Context: an optimization exercise on an open-source flow, tuned for small area, a short achievable clock period and few clock cycles. The choices shown serve that exercise and are no tape-out recipe.
At most, simulation tests tie the RTL to the original design; equivalence was not proved.
No activity file was given, so power comes from the tool's default toggle rates.

==> exp/cedar <==
==> flow/design.v (excerpt) <==
module ram_sdp_init #(
  parameter int          DATA_W = 8,
  parameter int          ADDR_W = 8,
  parameter int unsigned FILL   = 0
) (
  input  logic              clk,
  input  logic              rst_n,
  input  logic              init_req,
  output logic              ready,
  input  logic              we,
  input  logic [ADDR_W-1:0] w_addr,
  input  logic [DATA_W-1:0] w_data,
  input  logic              re,
  input  logic [ADDR_W-1:0] r_addr,
  output logic [DATA_W-1:0] r_data,
  output logic              r_valid
);
  localparam int                c_depth = 2 ** ADDR_W;
  localparam logic [DATA_W-1:0] c_fill  = DATA_W'(FILL);
  logic                r_ready;
  logic                w_clr;
  logic [DATA_W-1:0]   w_wdata;
  logic [DATA_W-1:0]   r_mem [c_depth];
  assign w_clr   = !r_ready || init_req;
  assign w_wdata = w_clr ? c_fill : w_data;
  assign ready   = r_ready;
  always_ff @(posedge clk or negedge rst_n) begin
    if (!rst_n) begin
      r_ready <= 1'b0;
      r_valid <= 1'b0;
    end else begin
      r_ready <= 1'b1;
      r_valid <= r_ready && !init_req && re;
    end
  end
  for (genvar i = 0; i < c_depth; i++) begin : g_word
    always_ff @(posedge clk) begin
      if (w_clr || (we && (w_addr == ADDR_W'(i)))) begin
        r_mem[i] <= w_wdata;
      end
    end
  end
  localparam int c_half = c_depth / 2;
  logic                w_collide;
  logic                w_top;
  logic [DATA_W-1:0]   w_rd_lo;
  logic [DATA_W-1:0]   w_rd_hi;
  logic [DATA_W-1:0]   r_rd_lo;
  logic [DATA_W-1:0]   r_rd_hi;
  assign w_collide = we && (w_addr == r_addr);
  assign w_top     = r_addr[ADDR_W-1];
  assign w_rd_lo   = w_collide ? w_data : r_mem[{1'b0, r_addr[ADDR_W-2:0]}];
  ...
==> module ram_sdp_init, before the edit <==
module ram_sdp_init #(
  parameter int          DATA_W = 8,
  parameter int          ADDR_W = 8,
  parameter int unsigned FILL   = 0
) (
  input  logic              clk,
  input  logic              rst_n,
  input  logic              init_req,
  output logic              ready,
  input  logic              we,
  input  logic [ADDR_W-1:0] w_addr,
  input  logic [DATA_W-1:0] w_data,
  input  logic              re,
  input  logic [ADDR_W-1:0] r_addr,
  output logic [DATA_W-1:0] r_data,
  output logic              r_valid
);
  localparam int                c_depth = 2 ** ADDR_W;
  localparam logic [DATA_W-1:0] c_fill  = DATA_W'(FILL);
  logic                r_ready;
  logic                w_clr;
  logic [DATA_W-1:0]   w_wdata;
  logic [DATA_W-1:0]   r_mem [c_depth];
  assign w_clr   = !r_ready || init_req;
  assign w_wdata = w_clr ? c_fill : w_data;
  assign ready   = r_ready;
  always_ff @(posedge clk or negedge rst_n) begin
    if (!rst_n) begin
      r_ready <= 1'b0;
      r_valid <= 1'b0;
    end else begin
      r_ready <= 1'b1;
      r_valid <= r_ready && !init_req && re;
    end
  end
  for (genvar i = 0; i < c_depth; i++) begin : g_word
    always_ff @(posedge clk) begin
      if (w_clr || (we && (w_addr == ADDR_W'(i)))) begin
        r_mem[i] <= w_wdata;
      end
    end
  end
  localparam int c_half = c_depth / 2;
  logic                w_collide;
  logic                w_top;
  logic [DATA_W-1:0]   w_rd_lo;
  logic [DATA_W-1:0]   w_rd_hi;
  logic [DATA_W-1:0]   r_rd_lo;
  logic [DATA_W-1:0]   r_rd_hi;
  assign w_collide = we && (w_addr == r_addr);
  assign w_top     = r_addr[ADDR_W-1];
  assign w_rd_lo   = w_collide ? w_data : r_mem[{1'b0, r_addr[ADDR_W-2:0]}];
  assign w_rd_hi   = w_collide ? w_data : r_mem[{1'b1, r_addr[ADDR_W-2:0]}];
  always_ff @(posedge clk) begin
    r_rd_lo <= w_top ? '0 : w_rd_lo;
    r_rd_hi <= w_top ? w_rd_hi : '0;
  end
  assign r_data = r_rd_lo | r_rd_hi;
endmodule
clock: 5.0 ns
lec_check: 0
abc_area: 1
cap_margin: 20
core_margin: 2
core_utilization: 40
cts_buf_list: sky130_fd_sc_hd__clkbuf_16
cts_cluster_diameter: 60
cts_cluster_size: 50
setup_slack_margin: 2.5
slew_margin: 20
tns_end_percent: 10
run.sh (not shown) runs the stock make flow with config.mk's settings and CLKGATE_MAP_FILE= SYNTH_SCRIPT=/design/flow/synth_recipe.tcl, a recipe that flattens the netlist after the stock synthesis.
==> inputs of exp/indigo, as changes to exp/cedar <==
--- a/flow/design.v
+++ b/flow/design.v
@@ -43,18 +43,5 @@
   end
-  localparam int c_half = c_depth / 2;
-  logic                w_collide;
-  logic                w_top;
-  logic [DATA_W-1:0]   w_rd_lo;
-  logic [DATA_W-1:0]   w_rd_hi;
-  logic [DATA_W-1:0]   r_rd_lo;
-  logic [DATA_W-1:0]   r_rd_hi;
-  assign w_collide = we && (w_addr == r_addr);
-  assign w_top     = r_addr[ADDR_W-1];
-  assign w_rd_lo   = w_collide ? w_data : r_mem[{1'b0, r_addr[ADDR_W-2:0]}];
-  assign w_rd_hi   = w_collide ? w_data : r_mem[{1'b1, r_addr[ADDR_W-2:0]}];
   always_ff @(posedge clk) begin
-    r_rd_lo <= w_top ? '0 : w_rd_lo;
-    r_rd_hi <= w_top ? w_rd_hi : '0;
+    r_data <= (we && (w_addr == r_addr)) ? w_data : r_mem[r_addr];
   end
-  assign r_data = r_rd_lo | r_rd_hi;
 endmodule
- ABC_AREA: 1 -> not set
- CTS_BUF_LIST: sky130_fd_sc_hd__clkbuf_16 -> not set
- CTS_CLUSTER_DIAMETER: 60 -> not set
- CTS_CLUSTER_SIZE: 50 -> not set
- SETUP_SLACK_MARGIN: 2.5 -> not set
- TNS_END_PERCENT: 10 -> not set
==> qor summary <==
quantity	exp/indigo	exp/cedar
Via density	7.72	5.47
Critical Path Max Stage Delay	0.92 ns	0.32 ns
Non-clock buffer contribution to total cell area	10.9%	5.86%
Area enclosed by the die boundary	202,000 sq um	209,000 sq um
Top cell type's share of synthesized area	77.6%	75.0%
Worst vdd ir	335 uV	315 uV
Met3 track demand over resource in global routing	33.1%	4.50%
Clock-cell share of area	7.16%	5.31%
Tot GR Track Use	55.0%	25.5%
Placement row count	163	166
Slew at the pin with the worst max-slew slack	1.40 ns	1.14 ns
Clock latency of the later-clocked register in the worst-skew pair	0.95 ns	0.83 ns
Run status	complete, but fails checks	timing/DRC/antenna clean
Reasons for failing layout checks	negative setup slack	-
Final setup fails	1	0
Starting utilization of the core area	40.2%	40.2%
Number of nets in the final layout	5,944	7,558
Routed wire length	568,000 microns	270,000 microns
Multi-input logic area	16,100 sq um	20,300 sq um
Pin count of the biggest net entering global routing	110	154
Switching fraction of total power	26.1%	23.8%
Resized cells post-CTS	0	455
Number of inserted filler cells in the final layout	16,800	18,000
FF+latch count	2,058	2,066
Synth Area in Compound Gates	12.0%	1.77%
Seq. pwr	0.0211 W	0.0203 W
Sequential share of power	51.3%	58.1%
Worst reg-to-reg path cell count	7	6
Testbench counts of exp/cedar, summed over its fixed seeds: cycles 32,784.
For exp/indigo, only the layout was checked, not whether the RTL still works.

re-timing with driven ports:
Ports are ideal in the flow. The routed layouts listed here were re-timed in OpenROAD.
Step 1: set_driving_cell puts a clkbuf_16 on clk and a buf_2 on each other input, an assumption about the parent block.
Step 2 moves the port delays by t, midway between the first and last clock arrival at a register: inputs arrive t later, outputs are due t later. That takes back most of the time a late clock gives input paths.
Three values: ideal ports, drivers, drivers and shift; two values: the first two.
| run | t (ns) | slack for setup (ns) | worst hold slack (ns) | worst data-port slew with drivers (ns) |
|---|---|---|---|---|
| exp/cedar | 0.923 | 2.304 / 2.217 / 1.294 | 0.318 / 0.249 / 0.644 | 0.26 |
| exp/indigo | 0.994 | -0.112 / -0.058 / -1.052 | 0.264 / 0.195 / 0.564 | 0.04 |
The setup slack of exp/cedar, which loses most, moves by -0.087 ns with the drivers and by -1.010 ns with both steps.
